Background: an optimization exercise with open tools, aiming at small area. Do not read the settings as production practice.
Where RTL was checked, it was by simulation tests only, not by an equivalence proof against the original.

==> job 1624 <==
==> flow/design.v <==
`default_nettype none
module store_datapath #(
    parameter int         W                 = 64,
    parameter int         RATE_MAX          = 1344,
    parameter int         SIZE_W            = 32,
    parameter logic [1:0] SHAKE128_MODE_VEC = 2'b00,
    parameter logic [1:0] SHAKE256_MODE_VEC = 2'b01
) (
    input  wire logic                clk,
    input  wire logic                rst,      
    input  wire logic                start,
    input  wire logic [1:0]          operation_mode,
    input  wire logic [SIZE_W-1:0]   output_size,
    input  wire logic                block_valid,
    output logic                     block_ready,
    input  wire logic [RATE_MAX-1:0] state_in,
    output logic                     squeeze_request,
    output logic [W-1:0]             data_out,
    output logic                     data_out_valid,
    input  wire logic                data_out_ready,
    output logic                     last_output_word,
    output logic                     busy,
    output logic [W/8-1:0]           data_out_keep,
    output logic                     done
);
    localparam int c_DEPTH_128 = RATE_MAX / W;      
    localparam int c_DEPTH_256 = 1088 / W;          
    localparam int c_LB        = $clog2(W);         
    localparam int c_KEEP_W    = W / 8;
    localparam int c_GROUPS    = c_DEPTH_128 / 3;   
    typedef enum logic [1:0] {
        S_IDLE       = 2'd0,
        S_WAIT_BLOCK = 2'd1,
        S_STREAM     = 2'd2
    } state_t;
    state_t              r_state;
    state_t              w_state_next;
    logic [RATE_MAX-1:0] r_blk;         
    logic [RATE_MAX-1:0] w_blk_next;
    logic                r_par;         
    logic [c_DEPTH_128-1:0] r_sel;      
    logic [SIZE_W-1:0]   r_bits_left;   
    logic                r_mode_256;
    logic                r_done;
    logic                w_mode_ok;
    logic                w_stream;
    logic                w_last;
    logic                w_final;
    logic                w_take;
    logic                w_load;
    logic                w_keep;
    logic                w_start;
    logic [c_DEPTH_128-1:0] w_sel;
    logic [W-1:0]        w_mask;
    assign w_mode_ok = (operation_mode == SHAKE128_MODE_VEC) ||
                       (operation_mode == SHAKE256_MODE_VEC);
    assign w_stream  = (r_state == S_STREAM);
    assign w_last    = w_stream && (r_bits_left[SIZE_W-1:c_LB+1] == '0) &&
                       (!r_bits_left[c_LB] || (r_bits_left[c_LB-1:0] == '0));
    assign w_final   = r_mode_256 ? r_sel[c_DEPTH_256 - 1] : r_sel[c_DEPTH_128 - 1];
    assign w_take    = w_stream && data_out_ready;
    assign w_load    = (r_state == S_WAIT_BLOCK) && block_valid;
    assign w_keep    = !w_load;
    assign w_start   = (r_state == S_IDLE) && start && w_mode_ok;
    always_ff @(posedge clk or negedge rst) begin
        if (!rst) begin
            r_state <= S_IDLE;
            r_done  <= 1'b0;
        end else begin
            r_state <= w_state_next;
            r_done  <= (w_start && (output_size == '0)) || (w_take && w_last);
        end
    end
    always_comb begin
        w_state_next = r_state;
        case (r_state)
            S_IDLE:       if (w_start && (output_size != '0)) w_state_next = S_WAIT_BLOCK;
            S_WAIT_BLOCK: if (block_valid) w_state_next = S_STREAM;
            S_STREAM:     if (data_out_ready) begin
                              if (w_last)       w_state_next = S_IDLE;
                              else if (w_final) w_state_next = S_WAIT_BLOCK;
                          end
            default:      w_state_next = S_IDLE;
        endcase
    end
    always_ff @(posedge clk) begin
        if (w_start) begin
            r_bits_left <= output_size;
            r_mode_256  <= (operation_mode == SHAKE256_MODE_VEC);
        end else if (w_take) begin
            r_bits_left[SIZE_W-1:c_LB] <= r_bits_left[SIZE_W-1:c_LB] - 1'b1;
        end
    end
    always_ff @(posedge clk) begin
        if (w_load) begin
            r_sel <= c_DEPTH_128'(1);
        end else if (w_take) begin
            r_sel <= {r_sel[c_DEPTH_128-2:0], 1'b0};
        end
    end
    always_ff @(posedge clk) begin
        r_par <= w_load | ~r_par;
    end
    genvar gb;
    generate
        for (gb = 0; gb < RATE_MAX; gb++) begin : g_blk
            store_datapath_keep u_keep (
                .d (state_in[gb]),
                .q (r_blk[gb]),
                .l (w_load),
                .h (w_keep),
                .y (w_blk_next[gb])
            );
        end
    endgenerate
    always_ff @(posedge clk) begin
        r_blk <= w_blk_next;
    end
    assign w_sel = r_sel;
    always_comb begin
        for (int i = 0; i < W; i++) begin
            w_mask[i] = w_stream &&
                        (!w_last || (r_bits_left[c_LB:0] > (c_LB+1)'(i)));
        end
    end
    genvar gi, gj;
    generate
        for (gi = 0; gi < W; gi++) begin : g_bit
            logic [c_GROUPS-1:0] w_grp_n;
            for (gj = 0; gj < c_GROUPS; gj++) begin : g_grp
                store_datapath_aoi3 u_aoi (
                    .s (w_sel[3*gj +: 3]),
                    .d ({r_blk[(3*gj+2)*W + gi], r_blk[(3*gj+1)*W + gi], r_blk[(3*gj)*W + gi]}),
                    .y (w_grp_n[gj])
                );
            end
            store_datapath_or_mask u_or (
                .n (w_grp_n),
                .p (r_par),
                .m (w_mask[gi]),
                .y (data_out[gi])
            );
        end
    endgenerate
    assign block_ready      = (r_state == S_WAIT_BLOCK);
    assign data_out_valid   = w_stream;
    assign squeeze_request  = w_take && !w_last && w_final;
    assign last_output_word = w_last;
    assign busy             = (r_state != S_IDLE);
    assign done             = r_done;
    always_comb begin
        for (int j = 0; j < c_KEEP_W; j++) begin
            data_out_keep[j] = w_stream &&
                               (!w_last || (r_bits_left[c_LB:0] > (c_LB+1)'(8*j)));
        end
    end
endmodule
module store_datapath_keep (
    input  wire logic d,
    input  wire logic q,
    input  wire logic l,
    input  wire logic h,
    output logic      y
);
    assign y = ~((d | h) & (q | l));
endmodule
module store_datapath_aoi3 (
    input  wire logic [2:0] s,
    input  wire logic [2:0] d,
    output logic            y
);
    assign y = ~((s[0] & d[0]) | (s[1] & d[1]) | (s[2] & d[2]));
endmodule
module store_datapath_or_mask (
    input  wire logic [6:0] n,
    input  wire logic       p,
    input  wire logic       m,
    output logic            y
);
    assign y = m & (p ^ ~(&n));
endmodule
`default_nettype wire
==> flow/flow/run.sh <==
#!/bin/bash
# Layout flow: the standard ORFS flow (standard.sh), with
#  - port buffers of the smallest buffer cell instead of clkdlybuf4s50_1,
#  - a clock tree of small clock buffers and no dummy balancing loads.
# Each tool's full output goes to a log file in this folder.
set -euo pipefail
export BUFFER_PORTS_ARGS="-buffer_cell sky130_fd_sc_hd__buf_1"
export PLACE_PINS_ARGS="-min_distance 1 -min_distance_in_tracks"
export CTS_ARGS="-sink_clustering_enable -repair_clock_nets -dont_use_dummy_load -sink_clustering_size 30 -sink_clustering_max_diameter 60 -buf_list {sky130_fd_sc_hd__clkbuf_4 sky130_fd_sc_hd__clkbuf_8 sky130_fd_sc_hd__clkbuf_16}"
bash standard.sh finish > standard_flow.log 2>&1
==> flow/standard.sh <==
#!/bin/bash
# synth_recipe.tcl (not shown) runs the flow's synth.tcl, then flattens the netlist and writes it again
# the make line also repeats each setting of config.mk as NAME=value (left out here)
make -C /OpenROAD-flow-scripts/flow DESIGN_CONFIG=/design/flow/config.mk WORK_HOME=/design/flow/orfs CLKGATE_MAP_FILE= SYNTH_SCRIPT=/design/flow/synth_recipe.tcl "${@:-finish}"
==> flow/config.mk <==
export PLATFORM = sky130hd
export DESIGN_NAME = store_datapath
export DESIGN_NICKNAME = store_datapath
export VERILOG_FILES = /design/flow/design.v
export SDC_FILE = /design/flow/constraint.sdc
export NUM_CORES = 4
export LEC_CHECK = 0
export CAP_MARGIN = 20
export CORE_MARGIN = 2
export CORE_UTILIZATION = 45
export PLACE_DENSITY = 0.55
export SLEW_MARGIN = 20
export SYNTH_HIERARCHICAL = 1
export SYNTH_MINIMUM_KEEP_SIZE = 0
==> flow/constraint.sdc <==
create_clock -name core_clock -period 6.0 [get_ports {clk}]
set_input_delay 1.2000 -clock core_clock [delete_from_list [all_inputs] [get_ports {clk}]]
set_output_delay 1.2000 -clock core_clock [all_outputs]
set_load 0.01 [all_outputs]
==> job 6328: changes against job 1624 <==
--- a/flow/design.v
+++ b/flow/design.v
@@ -26,4 +26,5 @@
     localparam int c_DEPTH_128 = RATE_MAX / W;      
     localparam int c_DEPTH_256 = 1088 / W;          
+    localparam int c_PTR_W     = $clog2(c_DEPTH_128);
     localparam int c_LB        = $clog2(W);         
     localparam int c_KEEP_W    = W / 8;
@@ -39,5 +40,5 @@
     logic [RATE_MAX-1:0] w_blk_next;
     logic                r_par;         
-    logic [c_DEPTH_128-1:0] r_sel;      
+    logic [c_PTR_W-1:0]  r_ptr;         
     logic [SIZE_W-1:0]   r_bits_left;   
     logic                r_mode_256;
@@ -58,5 +59,6 @@
     assign w_last    = w_stream && (r_bits_left[SIZE_W-1:c_LB+1] == '0) &&
                        (!r_bits_left[c_LB] || (r_bits_left[c_LB-1:0] == '0));
-    assign w_final   = r_mode_256 ? r_sel[c_DEPTH_256 - 1] : r_sel[c_DEPTH_128 - 1];
+    assign w_final   = r_mode_256 ? (r_ptr == c_PTR_W'(c_DEPTH_256 - 1))
+                                  : (r_ptr == c_PTR_W'(c_DEPTH_128 - 1));
     assign w_take    = w_stream && data_out_ready;
     assign w_load    = (r_state == S_WAIT_BLOCK) && block_valid;
@@ -94,7 +96,7 @@
     always_ff @(posedge clk) begin
         if (w_load) begin
-            r_sel <= c_DEPTH_128'(1);
+            r_ptr <= '0;
         end else if (w_take) begin
-            r_sel <= {r_sel[c_DEPTH_128-2:0], 1'b0};
+            r_ptr <= r_ptr + 1'b1;
         end
     end
@@ -117,5 +119,9 @@
         r_blk <= w_blk_next;
     end
-    assign w_sel = r_sel;
+    always_comb begin
+        for (int k = 0; k < c_DEPTH_128; k++) begin
+            w_sel[k] = w_stream && (r_ptr == c_PTR_W'(k));
+        end
+    end
     always_comb begin
         for (int i = 0; i < W; i++) begin
--- a/flow/config.mk
+++ b/flow/config.mk
@@ -8,6 +8,6 @@
 export CAP_MARGIN = 20
 export CORE_MARGIN = 2
-export CORE_UTILIZATION = 45
-export PLACE_DENSITY = 0.55
+export CORE_UTILIZATION = 40
+export PLACE_DENSITY = 0.5
 export SLEW_MARGIN = 20
 export SYNTH_HIERARCHICAL = 1
==> job 8086: changes against job 1624 <==
==> flow/flow/run.sh (replaced) <==
#!/bin/bash
# Layout flow: the standard ORFS flow (standard.sh), with
#  - port buffers of the smallest buffer cell instead of clkdlybuf4s50_1,
#  - a clock tree of small clock buffers and no dummy balancing loads.
# Each tool's full output goes to a log file in this folder.
set -euo pipefail
export BUFFER_PORTS_ARGS="-buffer_cell sky130_fd_sc_hd__buf_1"
export PLACE_PINS_ARGS="-min_distance 1 -min_distance_in_tracks"
export CTS_ARGS="-sink_clustering_enable -repair_clock_nets -dont_use_dummy_load -buf_list {sky130_fd_sc_hd__clkbuf_4 sky130_fd_sc_hd__clkbuf_8} -sink_clustering_buffer sky130_fd_sc_hd__clkbuf_4 -sink_clustering_size 8 -sink_clustering_max_diameter 50"
bash standard.sh finish > standard_flow.log 2>&1
--- a/flow/config.mk
+++ b/flow/config.mk
@@ -8,6 +8,6 @@
 export CAP_MARGIN = 20
 export CORE_MARGIN = 2
-export CORE_UTILIZATION = 45
-export PLACE_DENSITY = 0.55
+export CORE_UTILIZATION = 40
+export PLACE_DENSITY = 0.5
 export SLEW_MARGIN = 20
 export SYNTH_HIERARCHICAL = 1
==> job 1776: changes against job 1624 <==
==> flow/design.v, changed modules only <==
module store_datapath #(
    parameter int         W                 = 64,
    parameter int         RATE_MAX          = 1344,
    parameter int         SIZE_W            = 32,
    parameter logic [1:0] SHAKE128_MODE_VEC = 2'b00,
    parameter logic [1:0] SHAKE256_MODE_VEC = 2'b01
) (
    input  wire logic                clk,
    input  wire logic                rst,      
    input  wire logic                start,
    input  wire logic [1:0]          operation_mode,
    input  wire logic [SIZE_W-1:0]   output_size,
    input  wire logic                block_valid,
    output logic                     block_ready,
    input  wire logic [RATE_MAX-1:0] state_in,
    output logic                     squeeze_request,
    output logic [W-1:0]             data_out,
    output logic                     data_out_valid,
    input  wire logic                data_out_ready,
    output logic                     last_output_word,
    output logic                     busy,
    output logic [W/8-1:0]           data_out_keep,
    output logic                     done
);
    localparam int c_DEPTH_128 = RATE_MAX / W;      
    localparam int c_DEPTH_256 = 1088 / W;          
    localparam int c_PTR_W     = $clog2(c_DEPTH_128);
    localparam int c_LB        = $clog2(W);         
    localparam int c_KEEP_W    = W / 8;
    typedef enum logic [1:0] {
        S_IDLE       = 2'd0,
        S_WAIT_BLOCK = 2'd1,
        S_STREAM     = 2'd2
    } state_t;
    state_t              r_state;
    state_t              w_state_next;
    logic [RATE_MAX-1:0] r_blk;         
    logic [c_PTR_W-1:0]  r_ptr;         
    logic [SIZE_W-1:0]   r_bits_left;   
    logic                r_mode_256;
    logic                r_done;
    logic                w_mode_ok;
    logic                w_stream;
    logic                w_last;
    logic                w_final;
    logic                w_take;
    logic                w_load;
    logic                w_start;
    logic [c_DEPTH_128-1:0] w_sel;
    logic [W-1:0]        w_word;
    logic [W-1:0]        w_mask;
    assign w_mode_ok = (operation_mode == SHAKE128_MODE_VEC) ||
                       (operation_mode == SHAKE256_MODE_VEC);
    assign w_stream  = (r_state == S_STREAM);
    assign w_last    = w_stream && (r_bits_left[SIZE_W-1:c_LB+1] == '0) &&
                       (!r_bits_left[c_LB] || (r_bits_left[c_LB-1:0] == '0));
    assign w_final   = r_mode_256 ? (r_ptr == c_PTR_W'(c_DEPTH_256 - 1))
                                  : (r_ptr == c_PTR_W'(c_DEPTH_128 - 1));
    assign w_take    = w_stream && data_out_ready;
    assign w_load    = (r_state == S_WAIT_BLOCK) && block_valid;
    assign w_start   = (r_state == S_IDLE) && start && w_mode_ok;
    always_ff @(posedge clk or negedge rst) begin
        if (!rst) begin
            r_state <= S_IDLE;
            r_done  <= 1'b0;
        end else begin
            r_state <= w_state_next;
            r_done  <= (w_start && (output_size == '0)) || (w_take && w_last);
        end
    end
    always_comb begin
        w_state_next = r_state;
        case (r_state)
            S_IDLE:       if (w_start && (output_size != '0)) w_state_next = S_WAIT_BLOCK;
            S_WAIT_BLOCK: if (block_valid) w_state_next = S_STREAM;
            S_STREAM:     if (data_out_ready) begin
                              if (w_last)       w_state_next = S_IDLE;
                              else if (w_final) w_state_next = S_WAIT_BLOCK;
                          end
            default:      w_state_next = S_IDLE;
        endcase
    end
    always_ff @(posedge clk) begin
        if (w_start) begin
            r_bits_left <= output_size;
            r_mode_256  <= (operation_mode == SHAKE256_MODE_VEC);
        end else if (w_take) begin
            r_bits_left[SIZE_W-1:c_LB] <= r_bits_left[SIZE_W-1:c_LB] - 1'b1;
        end
    end
    always_ff @(posedge clk) begin
        if (w_load) begin
            r_ptr <= '0;
        end else if (w_take) begin
            r_ptr <= r_ptr + 1'b1;
        end
    end
    always_ff @(posedge clk) begin
        if (w_load) begin
            r_blk <= state_in;
        end
    end
    always_comb begin
        for (int k = 0; k < c_DEPTH_128; k++) begin
            w_sel[k] = w_stream && (r_ptr == c_PTR_W'(k));
        end
    end
    always_comb begin
        w_word = '0;
        for (int k = 0; k < c_DEPTH_128; k++) begin
            w_word = w_word | ({W{w_sel[k]}} & r_blk[k*W +: W]);
        end
    end
    always_comb begin
        for (int i = 0; i < W; i++) begin
            w_mask[i] = !w_last || (r_bits_left[c_LB:0] > (c_LB+1)'(i));
        end
    end
    assign block_ready      = (r_state == S_WAIT_BLOCK);
    assign data_out_valid   = w_stream;
    assign squeeze_request  = w_take && !w_last && w_final;
    assign data_out         = w_word & w_mask;
    assign last_output_word = w_last;
    assign busy             = (r_state != S_IDLE);
    assign done             = r_done;
    always_comb begin
        for (int j = 0; j < c_KEEP_W; j++) begin
            data_out_keep[j] = w_stream &&
                               (!w_last || (r_bits_left[c_LB:0] > (c_LB+1)'(8*j)));
        end
    end
endmodule
// module store_datapath_keep removed
// module store_datapath_aoi3 removed
// module store_datapath_or_mask removed
==> flow/flow/run.sh (replaced) <==
#!/bin/bash
# Layout flow: the standard ORFS flow (standard.sh), with
#  - port buffers of the smallest buffer cell instead of clkdlybuf4s50_1,
#  - a clock tree of small clock buffers and no dummy balancing loads.
# Each tool's full output goes to a log file in this folder.
set -euo pipefail
export BUFFER_PORTS_ARGS="-buffer_cell sky130_fd_sc_hd__buf_1"
export PLACE_PINS_ARGS="-min_distance 1 -min_distance_in_tracks"
export CTS_ARGS="-sink_clustering_enable -repair_clock_nets -dont_use_dummy_load -buf_list {sky130_fd_sc_hd__clkbuf_4 sky130_fd_sc_hd__clkbuf_8}"
bash standard.sh finish > standard_flow.log 2>&1
--- a/flow/config.mk
+++ b/flow/config.mk
@@ -8,7 +8,5 @@
 export CAP_MARGIN = 20
 export CORE_MARGIN = 2
-export CORE_UTILIZATION = 45
-export PLACE_DENSITY = 0.55
+export CORE_UTILIZATION = 55
+export PLACE_DENSITY = 0.7
 export SLEW_MARGIN = 20
-export SYNTH_HIERARCHICAL = 1
-export SYNTH_MINIMUM_KEEP_SIZE = 0
==> out/results.tsv <==
stage	metric	value	unit
status	stop_stage	global routing	
grt	grt_util_met1	59.52	%
status	outcome	stopped before the end	
synth	synth_common_cells	edfxtp_1, a22oi_1, nand2_1, clkbuf_1, mux2i_1	
grt	use_met2	70.89	%
place	dpl.cell_count	5682	
cts	clock_sinks	1385	
status	first-error	[ERROR GRT-0116] Global routing finished with congestion. Check the congestion regions in the DRC Viewer.	
grt	grt_pass1_wl	332.8	mm
synth	yosys.area_share.simple	5.486	%
cts	cts_max_level	4	
(the above is from job 1776)
==> out/results.tsv <==
stage	metric	value	unit
synth	synth_common_cells	dfxtp_1, o22ai_1, a222oi_1, o21ai_0, nand2_1	
cts	clock_sinks	1402	
grt	grt_util_met1	50.14	%
grt	grt_pass1_wl	324.3	mm
status	first-error	[ERROR GRT-0116] Global routing finished with congestion. Check the congestion regions in the DRC Viewer.	
synth	yosys.area_share.simple	5.747	%
status	stop_stage	global routing	
status	outcome	stopped before the end	
(the above is from job 1624)
==> out/results.tsv <==
stage	metric	value	unit
grt	gr-max-usage-layer	met2	
critical_path	worstSetupEndpoint	data_out[0]	
place	dpl.cell_count	6917	
grt	grt_util_met1	45.77	%
synth	yosys.area_share.simple	5.747	%
cts	clock_sinks	1402	
grt	use_met2	55.65	%
grt	grt_pass1_wl	327.9	mm
status	outcome	finished clean	
synth	async_reset_ff_share	0.2140	%
layout	inverters	8	
(the above is from job 8086)
==> out/results.tsv <==
stage	metric	value	unit
sta	min_period_over_period	92.37	%
cts	clock_sinks	1386	
floorplan	row_count	123	
synth	yosys-mux-area-fraction	0.02211	%
synth	synth_common_cells	dfxtp_1, o22ai_1, a222oi_1, o21ai_0, nand3_1	
grt	grt_pass1_wl	321.3	mm
routing	first_pass_iters	10	
status	outcome	finished clean	
synth	yosys.area_share.simple	6.218	%
grt	use_met2	54.22	%
grt	grt_util_met1	44.10	%
(the above is from job 6328)
No functional check of the RTL was part of job 1624 and job 8086.

[separate check: timing with driven ports]
No port has a modelled driver above. Below, the same layouts with a new extraction and two added sets of constraints. Step 1, drivers: a clkbuf_16 drives clk and a buf_2 each remaining input, both assumed. Step 2 moves the port delays by t, midway between the first and last clock arrival at a register: inputs arrive t later, outputs are due t later. That takes back most of the time a late clock gives input paths. Three values: ideal ports, drivers, drivers and shift; two values: the first two.
| run | t (ns) | setup WS [ns] | worst setup path at the end |
|---|---|---|---|
| job 6328 | 0.791 | 0.458 / 0.376 / 1.168 | register to output |
| job 8086 | 0.923 | 0.568 / 0.488 / 1.411 | register to output |
After both steps setup and hold are still met in every run listed.
